Background: an optimization exercise with open tools, aiming at small area. Do not read the settings as production practice.
At most, simulation tests tie the RTL to the original design; equivalence was not proved.
Function not checked in runs 3 to 6: the RTL went through the layout flow alone.
Power figures rest on the tool's default switching activity, not on a simulated workload.

`design.v`:
```
package tmfp_pkg;
    localparam int APB_ADDR_W = 4;
    localparam int APB_DATA_W = 32;
    localparam int TAG_W      = 8;
    localparam int WORD_W     = 32;
    localparam int SIZE_W     = 28;
    localparam int OPC_W      = 4;
    localparam int KIND_W     = 2;
    localparam int ERR_W      = 2;
    localparam int IDX_W      = 2;
    localparam logic [WORD_W:0] FIELD_BYTES = (WORD_W + 1)'(12);
    localparam logic [KIND_W-1:0] KIND_DESC = 2'd0;
    localparam logic [KIND_W-1:0] KIND_BYTE = 2'd1;
    localparam logic [KIND_W-1:0] KIND_ERR  = 2'd2;
    localparam logic [ERR_W-1:0] ERR_UINT_TAG = 2'd0;
    localparam logic [ERR_W-1:0] ERR_STR_TAG  = 2'd1;
    localparam logic [ERR_W-1:0] ERR_SIZE     = 2'd2;
    localparam logic [1:0] REG_HDR_TAG  = 2'd0;
    localparam logic [1:0] REG_UINT_TAG = 2'd1;
    localparam logic [1:0] REG_STR_TAG  = 2'd2;
endpackage
import tmfp_pkg::*;
module tagged_message_frame_parser_top (
    input  logic                  i_clk,
    input  logic                  i_rst_n,
    input  logic                  i_byte_valid,
    output logic                  i_byte_ready,
    input  logic [TAG_W-1:0]      i_byte_in_byte,
    output logic                  o_res_valid,
    input  logic                  o_res_ready,
    output logic [KIND_W-1:0]     o_res_kind,
    output logic [WORD_W-1:0]     o_res_src_id,
    output logic [WORD_W-1:0]     o_res_dest_id,
    output logic [OPC_W-1:0]      o_res_opcode,
    output logic [SIZE_W-1:0]     o_res_packet_len,
    output logic [SIZE_W-1:0]     o_res_message_len,
    output logic [TAG_W-1:0]      o_res_msg_byte,
    output logic                  o_res_last,
    output logic [ERR_W-1:0]      o_res_error_code,
    input  logic                  i_psel,
    input  logic                  i_penable,
    input  logic                  i_pwrite,
    input  logic [APB_ADDR_W-1:0] i_paddr,
    input  logic [APB_DATA_W-1:0] i_pwdata,
    output logic [APB_DATA_W-1:0] o_prdata,
    output logic                  o_pready
);
    localparam logic [4:0] S_TU1   = 5'b000_00;   
    localparam logic [4:0] S_TU2   = 5'b000_01;   
    localparam logic [4:0] S_TU3   = 5'b000_10;   
    localparam logic [4:0] S_TS    = 5'b000_11;   
    localparam logic [4:0] S_HDR0  = 5'b001_00;
    localparam logic [4:0] S_SRC0  = 5'b010_00;
    localparam logic [4:0] S_DST0  = 5'b011_00;
    localparam logic [4:0] S_LEN0  = 5'b100_00;
    localparam logic [4:0] S_MSG1  = 5'b101_00;   
    localparam logic [4:0] S_MSGN  = 5'b101_01;   
    localparam logic [4:0] S_H_D   = 5'b110_00;   
    localparam logic [4:0] S_H_B   = 5'b110_01;   
    localparam logic [4:0] S_H_E0  = 5'b110_10;   
    localparam logic [4:0] S_H_E1  = 5'b111_10;   
    localparam logic [4:0] S_H_E2  = 5'b111_11;   
    logic [TAG_W-1:0]  r_hdr_tag, r_uint_tag, r_str_tag;
    logic [4:0]        r_st, n_st;
    logic              r_valid;
    logic              r_lenok, n_lenok;
    logic [WORD_W-1:0] r_hdr, r_src, r_dst;
    logic              acc, res;
    logic [TAG_W-1:0]  b;
    logic              st_hunt, st_tag, st_hdr, st_src, st_dst, st_len, st_msg, st_msgn;
    logic [1:0]        idx;
    logic [SIZE_W-1:0] sum;
    logic              cout;
    logic [7:0]        exp_byte;
    logic              sum_hi0, sum_zero, sum_one;
    assign b   = i_byte_in_byte;
    assign idx = r_st[1:0];
    assign st_hunt = r_st[4] & r_st[3];
    assign st_tag  = r_st[4:2] == 3'b000;
    assign st_hdr  = r_st[4:2] == 3'b001;
    assign st_src  = r_st[4:2] == 3'b010;
    assign st_dst  = r_st[4:2] == 3'b011;
    assign st_len  = r_st[4:2] == 3'b100;
    assign st_msg  = r_st[4:2] == 3'b101;
    assign st_msgn = st_msg & r_st[0];
    assign o_pready = 1'b1;
    always_comb begin
        o_prdata = '0;
        case (i_paddr[3:2])
            REG_HDR_TAG:  o_prdata[TAG_W-1:0] = r_hdr_tag;
            REG_UINT_TAG: o_prdata[TAG_W-1:0] = r_uint_tag;
            REG_STR_TAG:  o_prdata[TAG_W-1:0] = r_str_tag;
            default:      o_prdata = '0;
        endcase
    end
    assign i_byte_ready = !r_valid || o_res_ready;
    assign acc          = i_byte_valid && i_byte_ready;
    assign {cout, sum} = {1'b0, r_hdr[SIZE_W-1:0]} +
                         {1'b0, 24'hFF_FFFF, (st_msgn ? 4'hF : 4'h4)};
    assign sum_hi0  = (sum[SIZE_W-1:1] == '0);
    assign sum_zero = sum_hi0 & ~sum[0];
    assign sum_one  = sum_hi0 & sum[0];
    always_comb begin
        case (idx)
            2'd0:    exp_byte = {4'b0, sum[27:24]};
            2'd1:    exp_byte = sum[23:16];
            2'd2:    exp_byte = sum[15:8];
            default: exp_byte = sum[7:0];
        endcase
    end
    always_comb begin
        n_st    = r_st;
        n_lenok = r_lenok;
        res     = 1'b0;
        if (st_hunt) begin
            if (b == r_hdr_tag) n_st = S_HDR0;
        end else if (st_tag) begin
            if (idx == 2'd3) begin
                res = 1'b1;
                if (b != r_str_tag)  n_st = S_H_E1;
                else if (sum_zero)   n_st = S_H_D;
                else                 n_st = S_MSG1;
            end else begin
                if (b != r_uint_tag) begin
                    res  = 1'b1;
                    n_st = S_H_E0;
                end else begin
                    n_st = {3'(idx) + 3'd2, 2'b00};
                end
            end
        end else if (st_msg) begin
            res = 1'b1;
            n_st = sum_one ? S_H_B : S_MSGN;
        end else begin
            n_st = r_st + 5'd1;
            if (idx == 2'd3) n_st = {3'b000, 2'(r_st[4:2] - 3'd1)};
            if (st_len) begin
                n_lenok = (idx == 2'd0 ? cout : r_lenok) & (b == exp_byte);
                if (idx == 2'd3 && !n_lenok) begin
                    res  = 1'b1;
                    n_st = S_H_E2;
                end
            end
        end
    end
    always_ff @(posedge i_clk) begin
        if (!i_rst_n) begin
            r_hdr_tag  <= '0;
            r_uint_tag <= '0;
            r_str_tag  <= '0;
        end else if (i_psel && i_penable && i_pwrite) begin
            case (i_paddr[3:2])
                REG_HDR_TAG:  r_hdr_tag  <= i_pwdata[TAG_W-1:0];
                REG_UINT_TAG: r_uint_tag <= i_pwdata[TAG_W-1:0];
                REG_STR_TAG:  r_str_tag  <= i_pwdata[TAG_W-1:0];
                default: ;
            endcase
        end
    end
    always_ff @(posedge i_clk) begin
        if (!i_rst_n) begin
            r_st    <= S_H_D;
            r_valid <= 1'b0;
        end else begin
            if (acc) r_st <= n_st;
            if (i_byte_ready) r_valid <= acc && res;
        end
    end
    always_ff @(posedge i_clk) begin
        if (acc) begin
            r_lenok <= n_lenok;
            if (st_hdr) r_hdr <= {r_hdr[23:0], b};
            else if (st_msg) r_hdr[SIZE_W-1:0] <= sum;
            if (st_src || st_msg) r_src <= {r_src[23:0], b};
            if (st_dst) r_dst <= {r_dst[23:0], b};
        end
    end
    assign o_res_valid       = r_valid;
    assign o_res_last        = st_hunt;
    assign o_res_kind        = !st_hunt ? {1'b0, r_st[0]} :
                               (r_st[1] ? KIND_ERR : {1'b0, r_st[0]});
    assign o_res_error_code  = {r_st[0], r_st[2] & ~r_st[0]};
    assign o_res_src_id      = r_src;
    assign o_res_dest_id     = r_dst;
    assign o_res_opcode      = r_hdr[WORD_W-1:SIZE_W];
    assign o_res_packet_len  = r_hdr[SIZE_W-1:0];
    assign o_res_message_len = sum;
    assign o_res_msg_byte    = r_src[TAG_W-1:0];
endmodule
```
`run.sh`:
```
#!/bin/bash
# synth_recipe.tcl (not shown) runs the flow's synth.tcl, then flattens the netlist and writes it again
# the make line also repeats each setting of config.mk as NAME=value (left out here)
make -C /OpenROAD-flow-scripts/flow DESIGN_CONFIG=/design/flow/config.mk WORK_HOME=/design/flow/orfs CLKGATE_MAP_FILE= SYNTH_SCRIPT=/design/flow/synth_recipe.tcl finish
```
`config.mk`:
```
export PLATFORM = sky130hd
export DESIGN_NAME = tagged_message_frame_parser_top
export DESIGN_NICKNAME = tagged_message_frame_parser_top
export VERILOG_FILES = /design/flow/design.v
export SDC_FILE = /design/flow/constraint.sdc
export NUM_CORES = 4
export LEC_CHECK = 0
export CAP_MARGIN = 20
export CORE_MARGIN = 2
export CORE_UTILIZATION = 40
export SLEW_MARGIN = 20
```
`constraint.sdc`:
```
create_clock -name core_clock -period 5.0 [get_ports {i_clk}]
set_input_delay 1.0000 -clock core_clock [delete_from_list [all_inputs] [get_ports {i_clk}]]
set_output_delay 1.0000 -clock core_clock [all_outputs]
set_load 0.01 [all_outputs]
```
==> results of run 1 <==
cells by family after synthesis:
family	count (synthesis)	share of synthesized area (%)
simple gates	187	15.3
flops	127	50.5
compound gates	95	9.63
buf+inv	92	7.68
mux	53	7.95
xor+xnor	52	6.55
fa+ha+maj	12	2.27
other cells	2	0.108
flip-flops by register name, indices dropped and copies added, names as in the netlist:
signal / cells
r_dst: 32
r_hdr: 32
r_src: 32
r_hdr_tag: 8
r_str_tag: 8
r_uint_tag: 8
r_st: 5
r_lenok: 1
r_valid: 1
per-layer routing:
layer | vias up | global-route usage (%) | share of wire [%]
met1 | 2693 | 30.1 | 42
met5 | - | 0 | 0
met2 | 246 | 37.1 | 49
met4 | 0 | 7.99 | 2.2
li1 | 2528 | - | -
met3 | 36 | 4.44 | 6.6
cell usage after synthesis, drive strengths merged (5+ instances only):
library cell  number  area share, %
or2                8           0.72
nor3              15            1.5
nor4              22            2.3
xor2              30            3.8
edfxtp            97             42
nor2              39            2.2
nand4              7           0.72
nand3              8           0.58
dfxtp             30            8.6
nor2b             29            2.6
mux2i             35            5.0
mux2              18            2.9
nand2b            11           0.99
a211oi             5           0.68
nand2             30            1.6
o21ai             24            1.7
buf               44            4.6
xnor2             22            2.8
and2               5           0.49
ha                11            2.0
inv               28            1.5
a21oi             23            1.7
clkbuf            18            1.4
what timing repair did:
action,CTS,global route
setup endpoints to repair,0,4
gates resized for setup,0,4
buffers inserted,0,1
power by group through the flow:
stage / Clock (mW) / Combinational (mW) / Sequential (mW)
2_1_floorplan: 0 / 0.122 / 1.18
3_3_place_gp: 0 / 0.194 / 1.18
3_5_place_dp: 0 / 0.194 / 1.18
4_1_cts: 1.25 / 0.195 / 1.16
5_1_grt: 1.30 / 0.215 / 1.16
6_report: 1.22 / 0.198 / 1.16
per-stage QoR:
step / instance area [um^2] / std cells / power (mW) / worst slack [ns] / util [%]
floorplan: 7040 / 643 / 1.30 / 0.727 / -
finish: 9410 / 1028 / 2.58 / 0.176 / 55.0
CTS: 9350 / 1026 / 2.60 / 0.0173 / 54.6
global placement: 8760 / 994 / 1.37 / 0.486 / 51.2
detailed placement: 8760 / 994 / 1.37 / 0.482 / 51.2
global route: 9410 / 1028 / 2.67 / 0.00103 / 55.0
final cells by class:
class,instances,area share (%)
flip-flops and latches,127,37.3
multi-input cells,424,32.3
repair buffers,191,20.0
clock buffers,17,4.52
well taps,225,2.99
clock inverters,15,1.68
inverters,29,1.16
placed cells by master (no fill, tap or decap), types with 3 or more instances in the layout:
master           instances
clkdlybuf4s50_1        171
edfxtp_1                97
nor2_1                  37
mux2i_1                 35
nand2_1                 30
dfxtp_1                 30
inv_1                   28
nor2b_1                 28
xor2_1                  28
conb_1                  25
a21oi_1                 22
o21ai_0                 21
xnor2_1                 21
nor4_1                  20
buf_4                   19
mux2_2                  18
clkbuf_16               17
nand2b_1                11
ha_1                    11
nor3_1                  10
nand3_1                  8
nand4_1                  6
or2_2                    6
or3_1                    4
o211ai_1                 4
inv_6                    4
o2111a_1                 3
o31ai_1                  3
o21ai_1                  3
a211oi_1                 3
a31oi_1                  3
and2_1                   3
nor3_2                   3
o311ai_1                 3
a21boi_1                 3
clkinv_4                 3
clkinvlp_4               3
path summary, 6_finish.rpt:
path,endpoint,slack [ns],depth (start not counted)
worst max-delay path,o_res_message_len[20],0.18,12
worst min-delay path,r_dst[15],0.45,0
worst max register to register,r_st[3],0.52,19
worst min register to register,r_dst[15],0.45,0
==> summary.txt, run 1 <==
* Status: complete, no violations
- Yosys Warn Count: 1
- Leakage dissipation: 3.41 nW
- Via density per instance: 5.35
- Setup repair after global routing missed its margin: no
* Area added between synthesis and finish: 35.3%
- Gr usage total: 22.7%
* Number of maximum-capacitance violations: 0
- Combinational logic burns 7.7% of the power.
- Via count of the first global-routing pass: 5288
- The number of pins with negative max-slew slack in the final report is 0.
* Startpoint kind of the worst setup timing path: register
- 0 antenna diodes ended up in the layout.
- STA classifies the critical path endpoint as an output port.
- Area of the multi-input gates: 0.00304 mm^2
- Number of enable-type register cells in the synthesized netlist: 97
- Post-detailed-routing wire length: 20600 um
- Of the available clock period, the critical path in the final layout requires 96.5%.
* # IOs: 223
* Total of buffers placed on input and output ports: 171
* CTS max path bufs: 2
- Wire length per cell: 20.1 um
- The path class of the tightest hold or removal check is reg2reg.
* Portion of the post-synthesis area used by sequential elements: 50.5%
* Post-route DRC violation count: 0
* Most used DFF post-synth: edfxtp_1
* Worst endpoint data arrival time: 3.82 ns
- For the final database, setup skew stands at 0.00630 ns.
* Number of distinct library cells after synthesis: 73
- Count of final hold-check violations: 0
- Among all stages on the critical path, the largest delay is contributed by clkdlybuf4s50_1.
* Count of mapped cells out of synthesis: 620
- Floorplan row count: 48
- The floorplan step set the die height to 136 um.
* Number of optimization iterations in the first detailed-route pass: 5
- Setup violations remaining at the end of the flow were counted as 0.
- STA puts the critical path data required time at 4.00 ns.
- Grt total ovfl: 0
- Clock Power Share: 47.5%
* # clock sinks: 127
* Total via count after detailed routing: 5503
* Fill cell instance count of the final layout: 1521
* Part of the power in registers: 44.8%
* Placed wire-length estimate after detailed placement: 15100 um
- The worst register-to-register path begins at r_st[3].
* Final antenna-violating net count: 0
- TritonCTS built the clock tree.
- Clock Root Buffer: clkbuf_16
- Pwr dens: 274 mW/mm^2
- Worst min-delay path startpoint: r_dst[7]
* Max Fanout on Critical Path: 5
- The congestion estimate from routability-driven global placement came to 0.940.
- Crit-path cells: inv_1, ha_1, nand2_1, nor2_1, ha_1, inv_1, fa_1, nor2b_2, o2111a_1, nand3_1, xnor2_1, clkdlybuf4s50_1
* FF/Latch Area: 0.00351 mm^2
* Post-CTS Hold Fix Bufs: 0
- CP Buf/Inv Count: 3
- Switching power share of the total: 23.6%
* Average size of a mapped cell: 11.2 um^2
* Max-slew headroom: 32.6%
- For this configuration, the core starts out at a cell density of 40.6%.
* Total standard cell area after synthesis: 0.00695 mm^2
- Measured along the x axis, the die boundary spans 136 um.
- Number of synthesized register bits: 127
- Subtracting the final worst setup slack from the clock period gives 4.82 ns.
- In this design, the largest share of critical-path delay is due to adder cells.
- Maximum ir drop on the vdd rail: 255 uV
- Internal power: 1.97 mW
* DIE AREA: 0.0185 mm^2
- The critical path is of the reg2out type.
- The clock tree synthesis step divided the H-tree into 4 levels.
- Wire length of the first global-routing pass: 31200 um
- For this design the total switching power over the nets is 608 uW.
* Maximum number of pins on one net before global-route repair: 33
- Share of flip-flops with an asynchronous set or reset after synthesis: 0%
- Number of DRC markers in iteration 0: 552
* Clock transition at the register clock pins on the worst setup and hold paths after CTS: 0.06 ns
- The most critical setup path has its startpoint at r_st[3].
- Ratio of cells with drive above 1 in the final layout: 12.3%
- Final Hold Slack: 0.445 ns
* Num CTS Buffers: 17
- Initial antenna violation count: 0
- In the final timing run, aggregate negative setup slack is 0 ns.
- Clock latency on the worst-skew pair, taken at its later pin, is 0.42 ns.
* Worst-margin pin slew: 1.00 ns
- Core Area: 0.0171 mm^2
* Maximum single-stage delay on the critical path: 0.67 ns
* Net total in the final layout: 853
- Derived from the worst setup path, the maximum achievable clock frequency is 207 MHz.
==> run 2, diff against run 1 <==
==> flow/run.sh (new file) <==
#!/bin/bash
# Own layout flow: the standard ORFS flow with a few extra ORFS settings
# appended to the standard flow's config.mk:
#  - port buffers use the smallest buffer (buf_1) instead of the default pick
#  - CTS with small clock buffers and no dummy loads
#  - power recovery (gate downsizing) after global routing
# Each tool's output goes to the ORFS logs under orfs/logs; make's own output
# goes to flow_make.log here.
set -euo pipefail
W=$PWD
cp config.mk own_config.mk
cat "$W/flow/extra.mk" >> own_config.mk
sed "s#DESIGN_CONFIG=[^ ]*#DESIGN_CONFIG=$W/own_config.mk#" standard.sh > own_standard.sh
bash own_standard.sh > flow_make.log 2>&1
cp -r orfs/logs flow_logs || true
==> flow/extra.mk (new file) <==
export BUFFER_PORTS_ARGS = -buffer_cell sky130_fd_sc_hd__buf_1
export CTS_ARGS = -sink_clustering_enable -repair_clock_nets -dont_use_dummy_load -buf_list {sky130_fd_sc_hd__clkbuf_4 sky130_fd_sc_hd__clkbuf_8}
export RECOVER_POWER = 100
==> standard.sh (new file) <==
#!/bin/bash
# synth_recipe.tcl (not shown) runs the flow's synth.tcl, then flattens the netlist and writes it again
# the make line also repeats each setting of config.mk as NAME=value (left out here)
make -C /OpenROAD-flow-scripts/flow DESIGN_CONFIG=/design/flow/config.mk WORK_HOME=/design/flow/orfs CLKGATE_MAP_FILE= SYNTH_SCRIPT=/design/flow/synth_recipe.tcl "${@:-finish}"
--- a/config.mk
+++ b/config.mk
@@ -7,2 +7,3 @@
 export LEC_CHECK = 0
+export ABC_AREA = 1
 export CAP_MARGIN = 20
removed: run.sh
==> run 2 against run 1 <==
  * Now fails the layout checks on capacitance limit, slew limit
  * Via count rose by 7.1%
  * First-iteration DRC count decreased by 25%
  * Clock skew increased by 0.025 ns
  * Core utilization fell by 8.8 points
  * Cell count grew 16%
  * Routed wire length decreased by 7.1%
  * Critical endpoint is now o_res_message_len[22]
  * Largest power group is now registers
==> summary.txt, run 2 <==
* Gr usage total: 21.2% (-1.5 points)
- The shortest clock period the worst path allows after layout was 4.35 ns (-0.475 ns).
- The normalized max-slew margin is -91.6% (-120 points).
- Depth of the CTS H-tree: 4 (unchanged)
- The number of warnings issued by yosys came to 1 (unchanged).
- CP Buf/Inv Count: 3 (unchanged)
- The final design utilization was 46.2% (-8.8 points).
* Via density per instance: 4.95 (-7.4%)
- The per-cell routed wire length is 16.1 um (-20%).
* Setup violations, final: 0 (unchanged)
- In the post-synthesis netlist, the cell with the most instances is nand2_1.
- Num CTS Buffers: 17 (unchanged)
- Hold Path Class: reg2reg
- Final GP Congestion: 0.907 (-3.5%)
* Via count of the first global-routing pass: 5553 (+5.0%)
- Share of flip-flops with an asynchronous set or reset after synthesis: 0% (unchanged)
- DIE AREA: 0.0182 mm^2 (-1.2%)
- Count of final hold-check violations: 0 (unchanged)
- The placement row count is 47 (-2.1%).
- Setup_tns: 0 ns (unchanged)
- Placed wire-length estimate after detailed placement: 14400 um (-4.5%)
* Maximum number of pins on one net before global-route repair: 36 (+9.1%)
- The first-pass iteration count of the detailed router came to 5 (unchanged).
- The final instance area was 0.00771 mm^2 (-18%).
- The library cells used most frequently in the layout, excluding fill and tap cells, are nand2_1, buf_1, inv_1.
- The cell area after placement came to 0.00758 mm^2 (-13%).
- The total power after layout came to 1.96 mW (-24%).
- The largest registers in the layout are r_dst: 32 flops, r_hdr: 32 flops, r_src: 32 flops.
- Maximum achievable frequency: 230 MHz (+11%)
- The synthesized area divided by synthesized cell count is 8.50 um^2 (-24%).
* Critical path data required time: 4.00 ns (about the same)
* Final Hold Slack: 0.420 ns (-0.0251 ns)
- Chip width: 135 um (-0.61%)
- The root buffer cell chosen for the clock tree is clkbuf_8.
- Maximum single-stage delay on the critical path: 0.52 ns (-0.15 ns)
- Setup repair after global routing missed its margin: no
- Category of the most critical setup path: reg2out
- The sequential area share after synthesis came to 51.2% (+0.64 points).
* Grt total ovfl: 0 (unchanged)
* Post-Route Skew: 0.0315 ns (+0.0252 ns)
- The deepest clock path buffer count was 2 (unchanged).
* Worst-margin pin slew: 2.86 ns (+1.86 ns)
* Min-Delay Path Depth: 0 (unchanged)
- The chip height came to 135 um (-0.61%).
- The flip-flop and latch count after synthesis came to 127 (unchanged).
* Number of enable-type register cells in the synthesized netlist: 97 (unchanged)
- The number of cells on the critical path is 12 (unchanged).
* Crit-path cells: inv_1, ha_1, nand2_1, nor2_1, ha_1, inv_1, fa_1, a21oi_1, nor2_1, nand3_4, xnor2_1, buf_1
- Number of gates resized after CTS: 0 (unchanged)
- Cell depth of the worst flop-to-flop path: 19 (unchanged)
- The fraction of final layout cells with drive strength greater than 1 was 3.71% (-8.6 points).
* Most frequent standard cell in the layout excluding fill and tap cells: nand2_1
- TritonCTS built the clock tree.
- The synthesized area was 0.00687 mm^2 (-1.3%).
- The global-route wire length before repair is 29500 um (-5.5%).
* Postcts setup bufs: 0 (unchanged)
* Worst endpoint data arrival time: 3.35 ns (-0.47 ns)
* Leading cell types by total area after synthesis: edfxtp_1, nand2_1, dfxtp_1, inv_1, nor2_1
- The count of nets after finishing came to 1035 (+21%).
- The worst setup path is launched from a register.
- Status: complete, but fails checks
* Count of mapped cells out of synthesis: 808 (+30%)
- Post-route DRC violation count: 0 (unchanged)
* Largest delay share family, worst path: simple AND/OR/NAND/NOR gates
- Sorting the synthesized cells by how often they occur yields nand2_1, inv_1, edfxtp_1, nor2_1, o21ai_0.
* Total via count after detailed routing: 5896 (+7.1%)
* Initial antenna violation count: 0 (unchanged)
* Pwr dens: 254 mW/mm^2 (-7.4%)
* Type of destination of the critical path: output port
* Max Fanout on Critical Path: 6 (+1)
- The final cycle utilization of the critical path is 87.0% (-9.5 points).
- The clock slew at the register clock pins of the worst setup and hold paths was 0.07 ns (about the same).
- The initial detailed-routing violation count is 415 (-25%).
- The number of pins with negative max-slew slack in the final report came to 62 (+62).
- The post-synthesis cell type count was 45 (-38%).
- Slowest cell on crit path: nor2_1
* Number of maximum-capacitance violations: 2 (+2)
- The count of hold buffers inserted by post-cts repair is 0 (unchanged).
- The count of input and output buffers came to 171 (unchanged).
* Most used DFF post-synth: edfxtp_1
* Initial Utilization: 41.1% (+0.49 points)
- The final wirelength came to 19200 um (-7.1%).
* Leakage dissipation: 3.04 nW (-11%)
- Clock latency of the later-clocked register in the worst-skew pair: 0.45 ns (+0.03 ns)
- # clock sinks: 127 (unchanged)
- The antenna diode count came to 0 (unchanged).
- Reasons for failing layout checks: capacitance limit, slew limit
* Maximum ir drop on the vdd rail: 154 uV (-40%)
- The standard cell core area came to 0.0167 mm^2 (-2.4%).
* Cell taking the most area after synthesis: edfxtp_1
- The proportion of netlist area held by the largest area contributor came to 42.4% (+0.53 points).
- Area added between synthesis and finish: 12.3%
- The count of pins on the block boundary is 223 (unchanged).
- The antenna violation net count after detailed routing was 0 (unchanged).
## run 2: cell count changes after synthesis, moves of 16 or more
| cell | delta |
|---|---|
| o21ai_0 | +36 |
| xnor2_1 | -20 |
| inv_1 | +73 |
| nand3_1 | +34 |
| nand2_1 | +164 |
| nor4_1 | -16 |
| mux2_2 | -18 |
| nor2_1 | +51 |
| nor2b_1 | -28 |
| mux2i_1 | -35 |
## run 2: cell type report
cell class / instances / area, um^2
clock buffers: 17 / 234
fillers: 1731 / 8990
inverters: 108 / 405
multi-input cells: 545 / 2630
flip-flops and latches: 127 / 3510
well taps: 220 / 275
repair buffers: 173 / 649
## run 2: final timing paths
kind                            to  slack (ns)      start
max          o_res_message_len[22]        0.65    r_st[3]
min                      r_dst[20]        0.42  r_dst[12]
max reg2reg                r_st[2]        1.02    r_st[3]
min reg2reg              r_dst[20]        0.42  r_dst[12]
## run 2: power breakdown
| part | internal [mW] | switching, mW |
|---|---|---|
| registers | 1.15 | 0.0140 |
| logic | 0.0445 | 0.112 |
| clock network | 0.298 | 0.342 |
## run 2: metrics by stage
step	instances	worst slack, ns
2_1_floorplan	831	1.67
3_5_place_dp	1172	1.12
6_report	1190	0.651
5_1_grt	1190	0.316
3_3_place_gp	1172	1.13
4_1_cts	1189	0.621
## run 2: cell families after synthesis
| family | share of synthesized area [%] |
|---|---|
| buf+inv | 10.6 |
| xor+xnor | 3.17 |
| simple gates | 24.2 |
| fa+ha+maj | 2.30 |
| other cells | 0.109 |
| flops | 51.2 |
| compound gates | 8.53 |
## run 2: metal layers
layer,GRT usage (%),vias to the layer above,wire length [um]
met2,33.7,263,8830
met3,4.77,28,1420
met4,6.42,0,351
met1,29.1,2704,8560
met5,0,-,0
li1,-,2901,-
==> run 3, diff against run 2 <==
--- a/design.v
+++ b/design.v
@@ -97,4 +97,12 @@
     assign acc          = i_byte_valid && i_byte_ready;
-    assign {cout, sum} = {1'b0, r_hdr[SIZE_W-1:0]} +
-                         {1'b0, 24'hFF_FFFF, (st_msgn ? 4'hF : 4'h4)};
+    logic [4:0]        lo;
+    logic [SIZE_W:4]   bw;      
+    assign lo = {1'b0, r_hdr[3:0]} + (st_msgn ? 5'h0F : 5'h04);
+    assign sum[3:0] = lo[3:0];
+    assign bw[4] = ~lo[4];
+    for (genvar i = 4; i < SIZE_W; i++) begin : g_dec
+        assign sum[i]  = r_hdr[i] ^ bw[i];
+        assign bw[i+1] = bw[i] & ~r_hdr[i];
+    end
+    assign cout = ~bw[SIZE_W];
     assign sum_hi0  = (sum[SIZE_W-1:1] == '0);
==> flow/extra.mk (replaced) <==
export BUFFER_PORTS_ARGS = -buffer_cell sky130_fd_sc_hd__buf_1
export CTS_ARGS = -sink_clustering_enable -repair_clock_nets -dont_use_dummy_load -sink_clustering_size 30 -sink_clustering_max_diameter 100 -buf_list {sky130_fd_sc_hd__clkbuf_4 sky130_fd_sc_hd__clkbuf_8}
==> run 3 against run 2 <==
  * Fails layout checks on setup timing
  * Maximum frequency down 35%
  * Sequential power about the same
  * Largest cell class unchanged
  * Cell area is 6.7% higher
==> summary.txt, run 3 <==
* Max Fanout on Critical Path: 3 (-3)
- The setup-violating endpoint count in the final report came to 21 (+21).
- # IOs: 223 (unchanged)
- The run did not pass the layout checks because of setup timing.
* Switching power share of the total: 24.3% (+0.36 points)
- The standard cell core area is 0.0158 mm^2 (-5.2%).
* Number of antenna repair diodes: 0 (unchanged)
- Pwr dens: 241 mW/mm^2 (-4.9%)
* Top flop regs: r_dst: 32 flops, r_hdr: 32 flops, r_src: 32 flops
- Post-synthesis compound-gate area fraction: 8.38% (-0.15 points)
- Placement Setup Slack: -1.37 ns (-2.49 ns)
* Startpoint kind of the worst setup timing path: register
- The maximum operating frequency came to 149 MHz (-35%).
* Post-synthesis share of cell area spent on full adders, half adders and majority gates: 6.92% (+4.6 points)
* GRT met2 Usage: 32.8% (-0.95 points)
- The filler cell count came to 1520 (-12%).
- The transition time at the pin with the least slew margin is 0.924 ns (-1.94 ns).
* Wire length per cell: 15.6 um (-3.0%)
- The setup skew after layout was 0.0273 ns (-0.00414 ns).
* Post-route DRC violation count: 0 (unchanged)
- The async set-or-reset flop fraction in the synthesized netlist is 0% (unchanged).
* Count of final hold-check violations: 0 (unchanged)
* Yosys Warn Count: 1 (unchanged)
- The placed wire-length estimate after detailed placement was 12800 um (-11%).
- Clock latency of the later-clocked register in the worst-skew pair: 0.45 ns (about the same)
- Final antenna-violating net count: 0 (unchanged)
- Total standard cell area after synthesis: 0.00643 mm^2 (-6.3%)
* Leakage dissipation: 3.25 nW (+7.1%)
- The aggregate global routing overflow came to 0 (unchanged).
- Via density per instance: 4.79 (-3.3%)
- For this run, the leading register cell type out of synthesis is edfxtp_1.
* Total via count after detailed routing: 5295 (-10%)
* CTS max path bufs: 2 (unchanged)
- Count of mapped cells out of synthesis: 683 (-15%)
* Area share of and/or/nand/nor cells after synthesis: 16.5% (-7.7 points)
- Worst min-delay path startpoint: r_src[12]
- The critical path is of the reg2out type.
- The final worst-path setup slack was -1.71 ns (-2.36 ns).
- Maximum ir drop on the vdd rail: 151 uV (-1.8%)
- The number of buffers inserted during clock tree synthesis came to 17 (unchanged).
- Maximum number of pins on one net before global-route repair: 55 (+53%)
- Number of synthesized register bits: 127 (unchanged)
* Launch instance of the worst register-to-register path: r_st[3]
* Type of destination of the critical path: output port
* Worst path most repeated cell: ha_4
- The final sum of negative setup slack came to -20.01 ns (-20.01 ns).
- The number of enable flip-flop cells after synthesis is 97 (unchanged).
* Clock transition at the register clock pins on the worst setup and hold paths after CTS: 0.09 ns (+0.02 ns)
- The global-route wire length before repair is 25500 um (-13%).
- The synthesized area divided by synthesized cell count came to 9.42 um^2 (+11%).
* Status: complete, but fails checks
- Worst endpoint data arrival time: 5.71 ns (+2.36 ns)
- The number of violations of the max-capacitance limit is 0 (-2).
* Gr usage total: 19.9% (-1.3 points)
- Maximum single-stage delay on the critical path: 0.37 ns (-0.15 ns)
- The number of antenna violations at the first check in global routing came to 0 (unchanged).
* Ratio of cells with drive above 1 in the final layout: 16.9% (+13 points)
- Leaving out fill and tap cells, the most frequent cell in the layout is buf_1.
- Total of buffers placed on input and output ports: 171 (unchanged)
- The internal power summed over all cells is 1.50 mW (+0.98%).
- Number of DRC markers in iteration 0: 337 (-19%)
- In the layout the commonest cells are buf_1, nand2_1, edfxtp_1.
- After synthesis, the largest family of logic cells by area is simple AND/OR/NAND/NOR gates.
* Portion of the post-synthesis area used by sequential elements: 54.6% (+3.4 points)
- The final cycle utilization of the critical path came to 134% (+47 points).
- Final GP Congestion: 0.944 (+4.0%)
* M1 GR Usage: 25.3% (-3.8 points)
* Power share of the combinational group: 9.1% (+1.1 points)
* Most frequent cells after synthesis: nand2_1, inv_1, edfxtp_1, nor2_1, o21ai_0
- The initial cell density of the core was 40.6% (-0.47 points).
- The normalized max-slew margin came to 38.3% (+130 points).
- Number of pins exceeding their max-slew limit in the final report: 0 (-100%)
- The number of global-route vias before repair was 4863 (-12%).
- Post-detailed-routing wire length: 17300 um (-9.9%)
- Clock Power Share: 32.6% (about the same)
- The root buffer cell chosen for the clock tree is clkbuf_8.
- The multiplexer fraction of the synthesized cell area came to 0% (unchanged).
- Crit path time final: 6.71 ns (+2.36 ns)
- The placement row count is 46 (-2.1%).
- Number of distinct library cells after synthesis: 38 (-16%)
* Net total in the final layout: 977 (-5.6%)
* Net Sw Power: 482 uW (+3.0%)
- Part of the power in registers: 58.3% (-1.0 points)
- The floorplan die area came to 0.0171 mm^2 (-6.1%).
- Top-area cell type share of the netlist area: 45.3% (+2.9 points)
* Hold Path Class: reg2reg
- The met3 track demand over resource came to 4.97% (+0.20 points).
- Final core area utilization: 52.0% (+5.8 points)
- Area added between synthesis and finish: 27.9%
- Post-synthesis xor/xnor area fraction: 2.31% (-0.86 points)
- The horizontal die dimension was 131 um (-3.1%).
* Final Hold Slack: 0.427 ns (+0.00729 ns)
- The number of sinks driven by the clock tree was 127 (unchanged).
- Vertical extent of the die: 131 um (-3.1%)
- Leading cell types by total area after synthesis: edfxtp_1, dfxtp_1, nand2_1, ha_1, inv_1
* CTS tree: yes
- Setup repair after global routing missed its margin: yes
- The required time of the worst setup path came to 4.00 ns (about the same).
* Number of optimization iterations in the first detailed-route pass: 5 (unchanged)
* Beginning of the critical path: r_st[3]
- Depth of the CTS H-tree: 4 (unchanged)
* Cell taking the most area after synthesis: edfxtp_1
- Leading cell type by number of instances after synthesis: nand2_1
- Global route hottest layer: met2
* Slowest cell on crit path: fa_2
[run 3: changes by cell type after synthesis, moves of 8 or more]
| cell | before | now |
|---|---|---|
| nand4_1 | 13 | 3 |
| nand2_1 | 194 | 130 |
| ha_1 | 11 | 34 |
| nand2_2 | 10 | 2 |
| nor2_2 | 8 | 0 |
| nand3_1 | 42 | 30 |
| nor2_1 | 88 | 63 |
| a21oi_1 | 28 | 18 |
[run 3: final timing paths]
| kind | to | slack [ns] | cells past startpoint |
|---|---|---|---|
| setup reg to reg | r_st[3] | -1.30 | 47 |
| hold / removal | r_src[20] | 0.43 | 0 |
| hold reg to reg | r_src[20] | 0.43 | 0 |
| setup / recovery | o_res_message_len[27] | -1.71 | 34 |
[run 3: per-layer routing]
| metal | share of wire (%) | wire [um] |
|---|---|---|
| met5 | 0 | 0 |
| met4 | 2.5 | 426 |
| met3 | 6.0 | 1030 |
| met2 | 48 | 8270 |
| met1 | 44 | 7520 |
[run 3: final cells by class]
cell class / instances / area (um^2) / area share, %
sequential: 127 / 3520 / 42.7
multi-input combinational: 425 / 2670 / 32.5
timing repair buffer: 216 / 1110 / 13.5
inverter: 104 / 423 / 5.14
tap: 216 / 270 / 3.29
clock buffer: 17 / 234 / 2.84
[run 3: cells by family (layout without fill, tap and decap cells)]
group | after synthesis | count (layout)
fa+ha+maj | 35 | 35
other cells | 2 | 25
simple gates | 249 | 249
xor+xnor | 17 | 17
buf+inv | 154 | 337
flops | 127 | 127
compound gates | 99 | 99
[run 3: worst max-delay path: cells and delay by family, from the launching register on]
kind,cells,cell delay [ns]
adders and majority gates,26,4.30
DFF,1,0.32
buffers and inverters,4,0.29
and+or+nand+nor,3,0.27
AOI/OAI and AO/OA,1,0.05
[run 3: stage by stage]
step	power, mW	instances	cell area, um^2
finish	1.99	1105	8230
global route	2.05	1105	8230
CTS	2.00	1100	8140
detailed placement	1.35	1070	7660
global placement	1.35	1070	7660
floorplan	1.30	706	6850
[run 3: power groups by stage]
stage,combinational [mW],sequential [mW],clock [mW]
floorplan,0.119,1.18,0
global placement,0.172,1.18,0
detailed placement,0.172,1.18,0
CTS,0.175,1.16,0.665
global route,0.203,1.16,0.693
finish,0.182,1.16,0.647
[run 3: what timing repair did]
action / in CTS / in global routing
setup buffers: 14 / 4
gates resized for setup: 50 / 13
hold buffers: 0 / 0
setup endpoints to repair: 24 / 24
pin swaps: 17 / 3
==> run 4, diff against run 3 <==
==> flow/extra.mk (replaced) <==
export BUFFER_PORTS_ARGS = -buffer_cell sky130_fd_sc_hd__buf_1
export CTS_ARGS = -sink_clustering_enable -repair_clock_nets -dont_use_dummy_load -sink_clustering_size 20 -buf_list {sky130_fd_sc_hd__clkbuf_8}
==> run 4 against run 3 <==
  * Critical path type unchanged
  * Global-route usage did not move
  * Largest cell class unchanged
  * Flip-flop and latch count unchanged
  * Routed wire length stayed put
  * Highest routed layer unchanged
  * First-iteration DRC count did not move
  * Critical path depth unchanged
  * Via count unchanged
  * Critical endpoint unchanged
  * Cell count did not move
  * Register-to-register slack hardly changed
  * Die area is the same
  * Power did not move
  * The layout still fails its checks (setup timing)
  * Clock power about the same
  * Core utilization unchanged
==> summary.txt, run 4 <==
- The cell count after placement came to 1070 (unchanged).
- Final GP Congestion: 0.944 (unchanged)
- Wire length on met3: 1030 um (unchanged)
- Vertical extent of the die: 131 um (unchanged)
- The synthesized area was 0.00643 mm^2 (unchanged).
- Switching power share of the total: 24.3% (unchanged)
* Maximum ir drop on the vdd rail: 151 uV (unchanged)
* Reasons for failing layout checks: setup timing
- Top flop regs: r_dst: 32 flops, r_hdr: 32 flops, r_src: 32 flops
* Routed wl met2: 8270 um (unchanged)
- Largest delay share family, worst path: adder cells
- The normalized max-slew margin was 38.3% (unchanged).
* Ratio of cells with drive above 1 in the final layout: 16.9% (unchanged)
* # IOs: 223 (unchanged)
* Depth of the CTS H-tree: 4 (unchanged)
- The filler cell count came to 1520 (unchanged).
- The largest total area in the synthesized netlist belongs to edfxtp_1.
- Length of routed wiring on met1: 7520 um (unchanged)
- Post-CTS Hold Fix Bufs: 0 (unchanged)
- DIE AREA: 0.0171 mm^2 (unchanged)
- Area of the multi-input gates: 0.00267 mm^2 (unchanged)
- Core Area: 0.0158 mm^2 (unchanged)
- The post-synthesis cell type count came to 38 (unchanged).
* Standard cell area after detailed placement: 0.00766 mm^2 (unchanged)
- Final Worst Setup Slack: -1.71 ns (unchanged)
- The footprint of the flip-flops and latches was 0.00352 mm^2 (unchanged).
* Leakage dissipation: 3.25 nW (unchanged)
* Count of mapped cells out of synthesis: 683 (unchanged)
- The worst setup path is of the reg2out kind.
- The cell area power density came to 241 mW/mm^2 (unchanged).
- The run finished, with violations left.
- Wire length of the first global-routing pass: 25500 um (unchanged)
- The maximum operating frequency came to 149 MHz (unchanged).
- Portion of the post-synthesis area used by sequential elements: 54.6% (unchanged)
* Num CTS Buffers: 17 (unchanged)
- The final standard cell count with taps included and fillers excluded is 1105 (unchanged).
* Floorplan row count: 46 (unchanged)
- Top-area cell type share of the netlist area: 45.3% (unchanged)
- The number of pins with negative max-slew slack in the final report is 0 (unchanged).
* Final antenna-violating net count: 0 (unchanged)
- For this run, the leading register cell type out of synthesis is edfxtp_1.
* Summed area of non-filler cells in the final layout: 0.00823 mm^2 (unchanged)
- The number of antenna violations at the first check in global routing is 0 (unchanged).
- Total via count after detailed routing: 5295 (unchanged)
* Top routing layer in use: met4
- Total of buffers placed on input and output ports: 171 (unchanged)
- Number of synthesized register bits: 127 (unchanged)
- Commonest cells after routing, fill and taps aside: buf_1, nand2_1, edfxtp_1
* Share of flip-flops with an asynchronous set or reset after synthesis: 0% (unchanged)
* Slowest cell on crit path: fa_2
- The largest net degree at the start of global routing is 55 (unchanged).
- Number of enable-type register cells in the synthesized netlist: 97 (unchanged)
- STA classifies the critical path endpoint as an output port.
* Setup repair after global routing missed its margin: yes
- The initial detailed-routing violation count is 337 (unchanged).
- Share of the cycle needed by the critical path after routing: 134% (unchanged)
- Net Sw Power: 482 uW (unchanged)
* Gr usage total: 19.9% (unchanged)
- Chip width: 131 um (unchanged)
* Number of maximum-capacitance violations: 0 (unchanged)
- Average size of a mapped cell: 9.42 um^2 (unchanged)
* Clock latency of the later-clocked register in the worst-skew pair: 0.45 ns (about the same)
- The transition time at the pin with the least slew margin was 0.924 ns (unchanged).
- CTS max path bufs: 2 (unchanged)
- Yosys Warn Count: 1 (unchanged)
- The buffers plus inverters on the worst setup path is 4 (unchanged).
- Maximum single-stage delay on the critical path: 0.37 ns (about the same)
* Count of final hold-check violations: 0 (unchanged)
- The internal power summed over all cells was 1.50 mW (unchanged).
* Via density per instance: 4.79 (unchanged)
- Startpoint kind of the worst setup timing path: register
- The aggregate global routing overflow was 0 (unchanged).
- CTS tree: yes
* Area added between synthesis and finish: 27.9% (unchanged)
* Most frequent cells after synthesis: nand2_1, inv_1, edfxtp_1, nor2_1, o21ai_0
- The setup skew after layout is 0.0273 ns (unchanged).
- The number of global-route vias before repair came to 4863 (unchanged).
- Clock transition at the register clock pins on the worst setup and hold paths after CTS: 0.09 ns (about the same)
- Number of optimization iterations in the first detailed-route pass: 5 (unchanged)
- Final core area utilization: 52.0% (unchanged)
- Number of antenna repair diodes: 0 (unchanged)
- Leading cell type by number of instances after synthesis: nand2_1
* Placed wire-length estimate after detailed placement: 12800 um (unchanged)
- The number of sinks driven by the clock tree came to 127 (unchanged).
* Most frequent standard cell in the layout excluding fill and tap cells: buf_1
* Leading cell types by total area after synthesis: edfxtp_1, dfxtp_1, nand2_1, ha_1, inv_1
- The per-cell routed wire length was 15.6 um (unchanged).
- The cell that appears most often on the critical path is ha_4.
* Part of the power in registers: 58.3% (about the same)
* Worst endpoint data arrival time: 5.71 ns (about the same)
- The maximum net fanout on the critical path was 3 (unchanged).
* Net total in the final layout: 977 (unchanged)
* Post-detailed-routing wire length: 17300 um (unchanged)
- The required time of the worst setup path is 4.00 ns (about the same).
- Setup violations, final: 21 (unchanged)
* Power share of the combinational group: 9.1% (about the same)
- Initial Utilization: 40.6% (unchanged)
* Clock Power Share: 32.6% (about the same)
- The number of remaining DRC errors was 0 (unchanged).
- Clock Root Buffer: clkbuf_8
* Hold Path Class: reg2reg
- The shortest clock period the worst path allows after layout came to 6.71 ns (unchanged).
[run 4: cell counts after synthesis]
Identical to the previous run, type by type.
[run 4: logic make-up after synthesis]
| group | synth area share, % |
|---|---|
| AO/OA/AOI/OAI | 8.38 |
| XOR/XNOR | 2.31 |
| adder cells (fa/ha/maj) | 6.92 |
| buffers and inverters | 11.2 |
| flip-flops | 54.6 |
| other | 0.117 |
| AND/OR/NAND/NOR | 16.5 |
[run 4: stage by stage]
stage               hold WS, ns  TNS (ns)  total power [mW]  setup slack [ns]
floorplan                 0.456    -12.74              1.30             -1.14
global placement          0.429    -14.68              1.35             -1.29
detailed placement        0.432    -16.38              1.35             -1.37
CTS                       0.427    -20.39              2.00             -1.76
global route              0.445    -24.78              2.05             -1.91
finish                    0.427    -20.01              1.99             -1.71
[run 4: worst register-to-register path: cells and delay by family (launching register included)]
family | cells | cell delay, ns
flip-flops | 1 | 0.32
AO/OA/AOI/OAI | 1 | 0.05
adder cells (fa/ha/maj) | 24 | 3.99
AND/OR/NAND/NOR | 16 | 1.33
buffers and inverters | 6 | 0.46
[run 4: final timing paths]
check	start	endpoint	slack, ns	cells after the start
hold / removal	r_src[12]	r_src[20]	0.43	0
setup reg to reg	r_st[3]	r_st[3]	-1.30	47
setup / recovery	r_st[3]	o_res_message_len[27]	-1.71	34
hold reg to reg	r_src[12]	r_src[20]	0.43	0
[run 4: routing by layer]
metal / vias to the layer above / global-route usage [%]
met4: 0 / 7.63
met1: 2459 / 25.3
li1: 2601 / -
met5: - / 0
met3: 29 / 4.97
met2: 206 / 32.8
[run 4: power by group through the flow]
stage	logic, mW	registers (mW)	clock network (mW)
floorplan	0.119	1.18	0
global placement	0.172	1.18	0
detailed placement	0.172	1.18	0
CTS	0.175	1.16	0.665
global route	0.203	1.16	0.693
finish	0.182	1.16	0.647
[run 4: area by class of cell]
type / count / area share [%]
inverter: 104 / 5.14
tap: 216 / 3.29
timing repair buffer: 216 / 13.5
sequential: 127 / 42.7
multi-input combinational: 425 / 32.5
clock buffer: 17 / 2.84
[run 4: timing repair]
item                                    4_1_cts  5_1_grt
endpoints found under the setup margin       24       24
resized for setup                            50       13
pin swaps                                    17        3
setup buffers                                14        4
==> run 5, diff against run 4 <==
--- a/design.v
+++ b/design.v
@@ -73,3 +73,2 @@
     logic              cout;
-    logic [7:0]        exp_byte;
     logic              sum_hi0, sum_zero, sum_one;
@@ -98,10 +97,30 @@
     logic [4:0]        lo;
-    logic [SIZE_W:4]   bw;      
+    logic              b4;       
+    logic [6:1]        zn;       
+    logic [7:1]        pz;       
+    logic [SIZE_W:4]   bw;       
     assign lo = {1'b0, r_hdr[3:0]} + (st_msgn ? 5'h0F : 5'h04);
     assign sum[3:0] = lo[3:0];
-    assign bw[4] = ~lo[4];
-    for (genvar i = 4; i < SIZE_W; i++) begin : g_dec
-        assign sum[i]  = r_hdr[i] ^ bw[i];
-        assign bw[i+1] = bw[i] & ~r_hdr[i];
-    end
+    assign b4 = ~lo[4];
+    for (genvar g = 1; g < 7; g++) begin : g_zn
+        assign zn[g] = (r_hdr[4*g+3:4*g] == 4'd0);
+    end
+    assign pz[1] = 1'b1;
+    assign pz[2] = zn[1];
+    assign pz[3] = zn[1] & zn[2];
+    assign pz[4] = pz[3] & zn[3];
+    assign pz[5] = pz[3] & (zn[3] & zn[4]);
+    assign pz[6] = pz[3] & (zn[3] & zn[4] & zn[5]);
+    assign pz[7] = pz[3] & (zn[3] & zn[4] & zn[5] & zn[6]);
+    for (genvar g = 1; g < 7; g++) begin : g_nib
+        for (genvar j = 0; j < 4; j++) begin : g_bit
+            if (j == 0) begin : g_b0
+                assign bw[4*g] = b4 & pz[g];
+            end else begin : g_bj
+                assign bw[4*g+j] = b4 & pz[g] & (r_hdr[4*g+j-1:4*g] == '0);
+            end
+            assign sum[4*g+j] = r_hdr[4*g+j] ^ bw[4*g+j];
+        end
+    end
+    assign bw[SIZE_W] = b4 & pz[7];
     assign cout = ~bw[SIZE_W];
@@ -110,10 +129,20 @@
     assign sum_one  = sum_hi0 & sum[0];
-    always_comb begin
-        case (idx)
-            2'd0:    exp_byte = {4'b0, sum[27:24]};
-            2'd1:    exp_byte = sum[23:16];
-            2'd2:    exp_byte = sum[15:8];
-            default: exp_byte = sum[7:0];
-        endcase
-    end
+    logic sel_h, sel_u, sel_s, sel_l0, sel_l1, sel_l2, sel_l3;
+    logic [7:0] cmp_val;
+    logic       match;
+    assign sel_h  = st_hunt;
+    assign sel_u  = st_tag & (idx != 2'd3);
+    assign sel_s  = st_tag & (idx == 2'd3);
+    assign sel_l0 = st_len & (idx == 2'd0);
+    assign sel_l1 = st_len & (idx == 2'd1);
+    assign sel_l2 = st_len & (idx == 2'd2);
+    assign sel_l3 = st_len & (idx == 2'd3);
+    assign cmp_val = ({8{sel_h}}  & r_hdr_tag)  |
+                     ({8{sel_u}}  & r_uint_tag) |
+                     ({8{sel_s}}  & r_str_tag)  |
+                     ({8{sel_l0}} & {4'b0, sum[27:24]}) |
+                     ({8{sel_l1}} & sum[23:16]) |
+                     ({8{sel_l2}} & sum[15:8])  |
+                     ({8{sel_l3}} & sum[7:0]);
+    assign match = (b == cmp_val);
     always_comb begin
@@ -123,3 +152,3 @@
         if (st_hunt) begin
-            if (b == r_hdr_tag) n_st = S_HDR0;
+            if (match) n_st = S_HDR0;
         end else if (st_tag) begin
@@ -127,3 +156,3 @@
                 res = 1'b1;
-                if (b != r_str_tag)  n_st = S_H_E1;
+                if (!match)          n_st = S_H_E1;
                 else if (sum_zero)   n_st = S_H_D;
@@ -131,3 +160,3 @@
             end else begin
-                if (b != r_uint_tag) begin
+                if (!match) begin
                     res  = 1'b1;
@@ -145,3 +174,3 @@
             if (st_len) begin
-                n_lenok = (idx == 2'd0 ? cout : r_lenok) & (b == exp_byte);
+                n_lenok = (idx == 2'd0 ? cout : r_lenok) & match;
                 if (idx == 2'd3 && !n_lenok) begin
==> flow/run.sh (replaced) <==
#!/bin/bash
# Own layout flow: the standard ORFS flow (standard.sh) with
#  - a copy of ORFS's scripts folder whose abc_area.script is replaced by
#    flow/abc_area.script (a stronger area mapping; registers are mapped by
#    dfflibmap as before, so their names and cells are unchanged);
#  - extra ORFS settings from flow/extra.mk appended to the standard flow's config.mk
#    (port buffers use buf_1, CTS buffer list, no CTS dummy loads).
# make's output goes to flow_make.log here; ORFS writes each step's log under
# orfs/logs, copied to flow_logs/ at the end.
set -euo pipefail
W=$PWD
rm -rf "$W/orfs_scripts"
cp -r "$FLOW_HOME/scripts" "$W/orfs_scripts"
cp "$W/flow/abc_area.script" "$W/orfs_scripts/abc_area.script"
cp config.mk own_config.mk
cat "$W/flow/extra.mk" >> own_config.mk
sed -e "s#DESIGN_CONFIG=[^ ]*#DESIGN_CONFIG=$W/own_config.mk SCRIPTS_DIR=$W/orfs_scripts#" standard.sh > own_standard.sh
status=0
bash own_standard.sh > flow_make.log 2>&1 || status=$?
cp -r orfs/logs flow_logs || true
exit $status
==> flow/abc_area.script (new file) <==
strash
&get -n
&dch -f
&nf -R 1000
&put
topo
stime -c
buffer -c
upsize -c
dnsize -c
==> flow/extra.mk (replaced) <==
export BUFFER_PORTS_ARGS = -buffer_cell sky130_fd_sc_hd__buf_1
export CTS_ARGS = -sink_clustering_enable -repair_clock_nets -dont_use_dummy_load -buf_list {sky130_fd_sc_hd__clkbuf_8}
export SKIP_REPAIR_TIE_FANOUT = 1
==> run 5 against run 4 <==
  * The layout still fails its checks (setup timing)
  * Die area decreased by 4.5%
  * First-iteration DRC count decreased by 10%
  * Worst hold slack improved by 0.0068 ns
  * Sequential power about the same
==> summary.txt, run 5 <==
- Number of enable-type register cells in the synthesized netlist: 97 (unchanged)
- The normalized max-slew margin was 24.9% (-13 points).
* Depth of the CTS H-tree: 4 (unchanged)
- # clock sinks: 127 (unchanged)
- The simple logic cell fraction of the synthesized area came to 15.6% (-0.88 points).
- The worst setup path is launched from a register.
* Final Hold Slack: 0.434 ns (+0.00684 ns)
* Worst endpoint data arrival time: 6.01 ns (+0.30 ns)
* Count of final hold-check violations: 0 (unchanged)
- The largest incremental delay on the critical path came to 0.52 ns (+0.15 ns).
- Post-route DRC violation count: 0 (unchanged)
* Maximum ir drop on the vdd rail: 155 uV (+2.9%)
- The complex-gate fraction of the synthesized area came to 10.2% (+1.8 points).
* Type of destination of the critical path: register
- Number of antenna repair diodes: 0 (unchanged)
- The largest net degree at the start of global routing came to 46 (-16%).
- The standard cell core area came to 0.0151 mm^2 (-4.7%).
- The floorplan die area is 0.0164 mm^2 (-4.5%).
- Routed wl met2: 8380 um (+1.3%)
* Leading cell type by number of instances after synthesis: edfxtp_1
- Number of optimization iterations in the first detailed-route pass: 5 (unchanged)
- The number of vias per cell after detailed routing was 5.19 (+8.3%).
* Critical path data required time: 5.35 ns (+1.35 ns)
- CTS tree: yes
- The detailed router used layers up to and including met4.
- The final sum of negative setup slack was -3.76 ns (+16.24 ns).
- The library cells used most frequently in the layout, excluding fill and tap cells, are buf_1, edfxtp_1, nor2_1.
* Area added between synthesis and finish: 29.7%
- The final standard cell count with taps included and fillers excluded came to 964 (-13%).
- The number of buffers inserted during clock tree synthesis was 17 (unchanged).
- The total power after layout came to 1.97 mW (-0.95%).
- The number of warnings issued by yosys came to 1 (unchanged).
- Count of mapped cells out of synthesis: 555 (-19%)
- Final Worst Setup Slack: -0.662 ns (+1.05 ns)
- The multiplexer fraction of the synthesized cell area was 2.20% (+2.2 points).
- The leakage dissipation was 2.83 nW (-13%).
- Category of the most critical setup path: reg2reg
- Number of DRC markers in iteration 0: 303 (-10%)
- Grt total ovfl: 0 (unchanged)
- The min-delay analysis places its worst path in the category reg2reg.
* Post-detailed-routing wire length: 17400 um (+1.1%)
* Share of flip-flops with an asynchronous set or reset after synthesis: 0% (unchanged)
- Yosys attributes the largest share of cell area to edfxtp_1, dfxtp_1, nor2_1, buf_4, ha_1.
* Initial Utilization: 40.7% (about the same)
- The number of pins with negative max-slew slack in the final report came to 0 (unchanged).
- The flip-flop and latch count after synthesis is 127 (unchanged).
- The proportion of power drawn by the clock network was 32.2% (-0.4 points).
- The setup skew after layout was 0.0196 ns (-0.00777 ns).
* Wire length of the first global-routing pass: 25900 um (+1.5%)
* Fill cell instance count of the final layout: 1383 (-9.0%)
* Clock Root Buffer: clkbuf_8
- The cell area after placement was 0.00729 mm^2 (-4.9%).
- The insertion delay of the later-clocked pin in the worst-skew pair is 0.45 ns (about the same).
- The flow ran to the end, but the layout failed its checks.
* Top-area cell type share of the netlist area: 47.5% (+2.2 points)
* Most frequent standard cell in the layout excluding fill and tap cells: buf_1
- The per-cell routed wire length came to 18.1 um (+16%).
* Internal power: 1.50 mW (about the same)
- Ratio of cells with drive above 1 in the final layout: 24.1% (+7.2 points)
- The maximum net fanout on the critical path was 3 (unchanged).
* CTS max path bufs: 2 (unchanged)
- The maximum operating frequency is 177 MHz (+18%).
- The chip height was 128 um (-2.3%).
- Crit path time final: 5.66 ns (-1.05 ns)
- Power share of the combinational group: 8.7% (-0.4 points)
- Summed area of non-filler cells in the final layout: 0.00796 mm^2 (-3.2%)
* Top flop regs: r_dst: 32 flops, r_hdr: 32 flops, r_src: 32 flops
* Number of maximum-capacitance violations: 0 (unchanged)
- Chip width: 128 um (-2.3%)
* Setup repair after global routing missed its margin: yes
- The synthesized design spends more area on one cell type than any other, namely edfxtp_1.
* Via count of the first global-routing pass: 4745 (-2.4%)
- The placed wire-length estimate after detailed placement is 12700 um (-0.72%).
* Dominant combinational cell family by area after synthesis: simple AND/OR/NAND/NOR gates
- The post-synthesis cell type count was 57 (+50%).
- Cell depth of the worst flop-to-flop path: 36 (-23%)
- The sequential share of power is 59.0% (+0.7 points).
- A clean result was blocked by setup timing.
* Worst path most repeated cell: nor2_4
- Total of buffers placed on input and output ports: 171 (unchanged)
* Length of routed wiring on met1: 7510 um (-0.16%)
- Net total in the final layout: 845 (-14%)
- The number of antenna violations at the first check in global routing came to 0 (unchanged).
- Counting instances in the post-synthesis netlist gives the leading cell types as edfxtp_1, nor2_1, nand2_1, buf_4, dfxtp_1.
- The sequential area share after synthesis was 57.2% (+2.6 points).
- Net Sw Power: 464 uW (-3.7%)
- Post-synthesis share of cell area spent on full adders, half adders and majority gates: 3.26% (-3.7 points)
- Gr usage total: 20.7% (+0.84 points)
- Most used DFF post-synth: edfxtp_1
- The transition time at the pin with the least slew margin is 1.12 ns (+0.194 ns).
- Floorplan row count: 45 (-2.2%)
- Clock transition at the register clock pins on the worst setup and hold paths after CTS: 0.07 ns (-0.02 ns)
* Switching power share of the total: 23.6% (-0.69 points)
- Wire length on met3: 1270 um (+23%)
- The slowest stage of the critical path is the or4_4 cell.
* Final antenna-violating net count: 0 (unchanged)
* Total placed cells including tap cells: 928 (-13%)
* Total via count after detailed routing: 5005 (-5.5%)
- # IOs: 223 (unchanged)
- Setup violations, final: 10 (-52%)
- Post-synthesis xor/xnor area fraction: 4.38% (+2.1 points)
- The cell area power density was 247 mW/mm^2 (+2.4%).
- The synthesized area came to 0.00614 mm^2 (-4.6%).
- Average size of a mapped cell: 11.1 um^2 (+17%)
- Min-Delay Path Depth: 0 (unchanged)
- Final GP Congestion: 0.894 (-5.2%)
* Share of the cycle needed by the critical path after routing: 113% (-21 points)
[run 5: cell count changes after synthesis, moves of 10 or more]
| cell | change |
|---|---|
| mux2_2 | +12 |
| xnor2_1 | +17 |
| o21ai_0 | -34 |
| nand3_1 | -19 |
| nand2_1 | -92 |
| ha_1 | -18 |
| a21oi_1 | +10 |
| nor2_1 | +23 |
| inv_1 | -72 |
[run 5: final cells by class]
type	instances	area, um^2	area share, %
clock buffer	17	234	2.94
inverter	31	121	1.52
multi-input combinational	348	2510	31.5
sequential	127	3520	44.2
tap	188	235	2.95
timing repair buffer	253	1340	16.9
[run 5: worst paths after layout]
path / slack [ns] / start / to
setup / recovery: -0.66 / r_st[3] / r_st[3]
hold / removal: 0.43 / r_dst[7] / r_dst[15]
setup reg to reg: -0.66 / r_st[3] / r_st[3]
hold reg to reg: 0.43 / r_dst[7] / r_dst[15]
[run 5: repair_timing]
action / in CTS / in global routing
resized for setup: 28 / 42
setup buffers: 12 / 12
pin swaps: 7 / 27
hold buffers: 0 / 0
setup endpoints to repair: 13 / 17
[run 5: cells by family after synthesis]
group,after synthesis
adders and majority gates,16
AOI/OAI and AO/OA,99
other,2
muxes,12
DFF,127
buffers and inverters,80
xor gates and xnor gates,29
and+or+nand+nor,190
[run 5: power groups by stage]
| stage | Sequential, mW | Combinational (mW) | Clock [mW] |
|---|---|---|---|
| after floorplan | 1.19 | 0.112 | 0 |
| after global placement | 1.18 | 0.164 | 0 |
| after detailed placement | 1.18 | 0.165 | 0 |
| after CTS | 1.16 | 0.168 | 0.651 |
| after global routing | 1.16 | 0.187 | 0.690 |
| final | 1.16 | 0.172 | 0.634 |
[run 5: stage by stage]
step	utilization (%)	setup WS, ns
CTS	51.2	-0.567
floorplan	-	-0.198
detailed placement	48.3	-0.865
global route	52.8	-1.00
global placement	48.2	-0.758
finish	52.8	-0.662
[run 5: worst max-delay path: cells and delay by family (launching register included)]
family                   cells  cell delay, ns
AO/OA/AOI/OAI                4            0.37
AND/OR/NAND/NOR             23            3.82
XOR/XNOR                     1            0.11
adder cells (fa/ha/maj)      3            0.45
flip-flops                   1            0.35
buffers and inverters        5            0.51
[run 5: layer usage]
layer / vias to the layer above / track usage (%)
met4: 0 / 6.14
met2: 200 / 33.9
li1: 2367 / -
met3: 24 / 6.09
met1: 2414 / 26.8
met5: - / 0
==> run 6, diff against run 5 <==
==> flow/extra.mk (replaced) <==
export BUFFER_PORTS_ARGS = -buffer_cell sky130_fd_sc_hd__buf_1
export CTS_ARGS = -sink_clustering_enable -repair_clock_nets -dont_use_dummy_load -sink_clustering_size 8 -sink_clustering_max_diameter 50 -buf_list {sky130_fd_sc_hd__clkbuf_4}
==> run 6 against run 5 <==
  * The layout still fails its checks (setup timing)
  * Count of clock-buffer cells in the layout did not move
  * Via count rose by 2.0%
  * Sequential power barely moved
  * Non-clock buffer count fell by 3
  * Critical path depth rose by 1
  * Setup slack improved by 0.16 ns
  * Register-to-register slack improved by 0.16 ns
  * Clock power fell by 26%
  * Synthesized cell count did not move
  * Largest power group unchanged
==> summary.txt, run 6 <==
* Hold Path Class: reg2reg
* Num CTS Buffers: 17 (unchanged)
- The simple logic cell fraction of the synthesized area came to 15.6% (unchanged).
* Initial antenna violation count: 1 (+1)
- The number of enable flip-flop cells after synthesis was 97 (unchanged).
- Worst min-delay path startpoint: r_dst[3]
* Total placed cells including tap cells: 947 (+2.0%)
- The met3 track demand over resource was 5.68% (-0.42 points).
- The aggregate global routing overflow came to 0 (unchanged).
- Wire length of the first global-routing pass: 25900 um (-0.21%)
- The sequential area share after synthesis came to 57.2% (unchanged).
- Clock Root Buffer: clkbuf_4
* M1 GR Usage: 26.0% (-0.78 points)
* Setup slack, reg-to-reg: -0.50 ns (+0.16 ns)
- Share of flip-flops with an asynchronous set or reset after synthesis: 0% (unchanged)
* # IOs: 223 (unchanged)
* Share of the cycle needed by the critical path after routing: 110% (-3.1 points)
* Final GP Congestion: 0.885 (-1.1%)
* Post-CTS Hold Fix Bufs: 0 (unchanged)
- The cell area power density was 229 mW/mm^2 (-7.3%).
- Worst path most repeated cell: nor2_4
- Maximum single-stage delay on the critical path: 0.36 ns (-0.16 ns)
- Post-Route Skew: 0.0364 ns (+0.0168 ns)
* Maximum number of pins on one net before global-route repair: 46 (unchanged)
- DIE AREA: 0.0164 mm^2 (unchanged)
- Chip width: 128 um (unchanged)
- The most used flip-flop cell after synthesis is edfxtp_1.
- The proportion of netlist area held by the largest area contributor is 47.5% (unchanged).
* Worst-margin pin slew: 1.06 ns (-0.0551 ns)
- The maximum operating frequency came to 182 MHz (+2.8%).
- The multiplexer fraction of the synthesized cell area came to 2.20% (unchanged).
* Vertical extent of the die: 128 um (unchanged)
- The insertion delay of the later-clocked pin in the worst-skew pair is 0.53 ns (+0.08 ns).
* Average size of a mapped cell: 11.1 um^2 (unchanged)
- Cell depth of the worst flop-to-flop path: 37 (+2.8%)
- Number of optimization iterations in the first detailed-route pass: 6 (+1)
- Most frequent standard cell in the layout excluding fill and tap cells: buf_1
- The number of warnings issued by yosys came to 1 (unchanged).
* Depth of the CTS H-tree: 4 (unchanged)
- Initial Utilization: 40.7% (unchanged)
* Slowest cell on crit path: dfxtp_4
- The deepest clock path buffer count came to 2 (unchanged).
* Max Fanout on Critical Path: 3 (unchanged)
- Wire length per cell: 17.6 um (-2.5%)
- The count of input and output buffers was 171 (unchanged).
* Category of the most critical setup path: reg2reg
- Startpoint kind of the worst setup timing path: register
- The final worst-path setup slack came to -0.505 ns (+0.157 ns).
- Gr usage total: 20.8% (+0.042 points)
- The top cell types in the final layout, fill and taps aside, are buf_1, edfxtp_1, nor2_1.
- Dominant combinational cell family by area after synthesis: simple AND/OR/NAND/NOR gates
- Max-slew headroom: 29.0% (+4.1 points)
- Via count of the first global-routing pass: 4848 (+2.2%)
- Status: complete, but fails checks
* Floorplan row count: 45 (unchanged)
* Global route hottest layer: met2
- Number of cells in the finished layout apart from fillers: 985 (+2.2%)
* Reasons for failing layout checks: setup timing
* Via density per instance: 5.18 (-0.20%)
- Final core area utilization: 52.1% (-0.64 points)
- The adder and majority cell fraction of the synthesized area is 3.26% (unchanged).
* Setup repair after global routing missed its margin: yes
- In this run the critical register-to-register path is captured at r_st[3].
- The required time of the worst setup path came to 5.34 ns (about the same).
- The setup-violating endpoint count in the final report was 13 (+3).
- Post-route DRC violation count: 0 (unchanged)
- Cell taking the most area after synthesis: edfxtp_1
- The antenna violation net count after detailed routing is 0 (unchanged).
- Leading cell type by number of instances after synthesis: edfxtp_1
* Maximum ir drop on the vdd rail: 105 uV (-33%)
* Number of DRC markers in iteration 0: 401 (+32%)
## run 6: cell count changes in the layout (fill, tap and decap cells not counted), moves of 2 or more
| cell | previous run | this run |
|---|---|---|
| conb_1 | 2 | 25 |
| clkbuf_4 | 0 | 17 |
| clkbuf_8 | 17 | 0 |
| buf_6 | 17 | 14 |
| buf_1 | 165 | 163 |
| clkbuf_2 | 0 | 2 |
| inv_1 | 22 | 24 |
## run 6: area by class of cell
cell class,count,area [um^2],share of cell area [%]
antenna,1,2.50,0.0318
clock buffer,17,128,1.62
inverter,31,119,1.51
multi-input combinational,371,2550,32.4
sequential,127,3520,44.7
tap,188,235,2.99
timing repair buffer,250,1310,16.7
## run 6: power breakdown
part	leakage, nW	internal [mW]	switching [mW]
registers	1.12	1.15	0.0125
clock network	0.0782	0.155	0.314
logic	1.66	0.0568	0.116
## run 6: metal layers
| layer | part of all wire (%) | routed length [um] | vias to the layer above |
|---|---|---|---|
| li1 | - | - | 2394 |
| met1 | 42 | 7260 | 2434 |
| met2 | 48 | 8300 | 246 |
| met3 | 8.1 | 1410 | 30 |
| met4 | 2.2 | 387 | 0 |
| met5 | 0 | 0 | - |
## run 6: worst max path at each step
stage / to / slack [ns] / from / cells after the start
2_1_floorplan: r_st[3] / -0.20 / r_st[3] / 35
3_3_place_gp: r_st[2] / -0.66 / r_st[3] / 35
3_5_place_dp: r_st[2] / -0.66 / r_st[3] / 35
4_1_cts: o_res_message_len[27] / -0.53 / r_st[3] / 28
5_1_grt: r_st[3] / -0.95 / r_st[3] / 37
6_report: r_st[3] / -0.50 / r_st[3] / 37
## run 6: critical path, delay by kind of cell (launching register included)
| family | cells | cell delay (ns) |
|---|---|---|
| flip-flops | 1 | 0.36 |
| buffers and inverters | 3 | 0.30 |
| adder cells (fa/ha/maj) | 2 | 0.33 |
| AND/OR/NAND/NOR | 21 | 2.80 |
| AO/OA/AOI/OAI | 8 | 1.09 |
| XOR/XNOR | 3 | 0.43 |
## run 6: logic make-up (layout without fill, tap and decap cells)
group	Yosys count	count (layout)
AO/OA/AOI/OAI	99	99
XOR/XNOR	29	29
adder cells (fa/ha/maj)	16	16
buffers and inverters	80	298
flip-flops	127	127
multiplexers	12	12
other	2	26
AND/OR/NAND/NOR	190	190
## run 6: repair_timing
action | 4_1_cts | 5_1_grt
endpoints found under the setup margin | 13 | 17
resized for setup | 33 | 23
setup buffers | 12 | 13
pin swaps | 9 | 13
## run 6: metrics by stage
step / setup TNS [ns] / cell area (um^2)
3_5_place_dp: -3.37 / 7340
3_3_place_gp: -2.90 / 7330
2_1_floorplan: -0.320 / 6310
5_1_grt: -8.89 / 7870
4_1_cts: -4.33 / 7690
6_report: -3.90 / 7870

port drivers added, routing unchanged:
In the flow no input, the clock included, has a driving cell. The finished layouts below were timed again as built, in two steps.
Step 1, drivers: a clkbuf_16 drives i_clk and a buf_2 each remaining input, both assumed.
Step 2 times the ports against the registers' clock, not the clock port: input delays grow and output delays shrink by t, the midpoint of the rising clock arrivals with the driver on.
a / b / c = ideal / step 1 / step 2; a / b = the first two.
| run | t, ns | slack for setup (ns) | hold slack, ns |
|---|---|---|---|
| run 1 | 0.464 | 0.176 / 0.131 / 0.525 | 0.445 / 0.445 / 0.445 |
| run 2 | 0.469 | 0.651 / 0.612 / 0.985 | 0.420 / 0.420 / 0.420 |
| run 3 | 0.467 | -1.707 / -1.744 / -1.299 | 0.427 / 0.427 / 0.427 |
| run 4 | 0.467 | -1.707 / -1.744 / -1.299 | 0.427 / 0.427 / 0.427 |
| run 5 | 0.470 | -0.662 / -0.662 / -0.662 | 0.434 / 0.434 / 0.434 |
| run 6 | 0.553 | -0.505 / -0.505 / -0.505 | 0.438 / 0.438 / 0.438 |
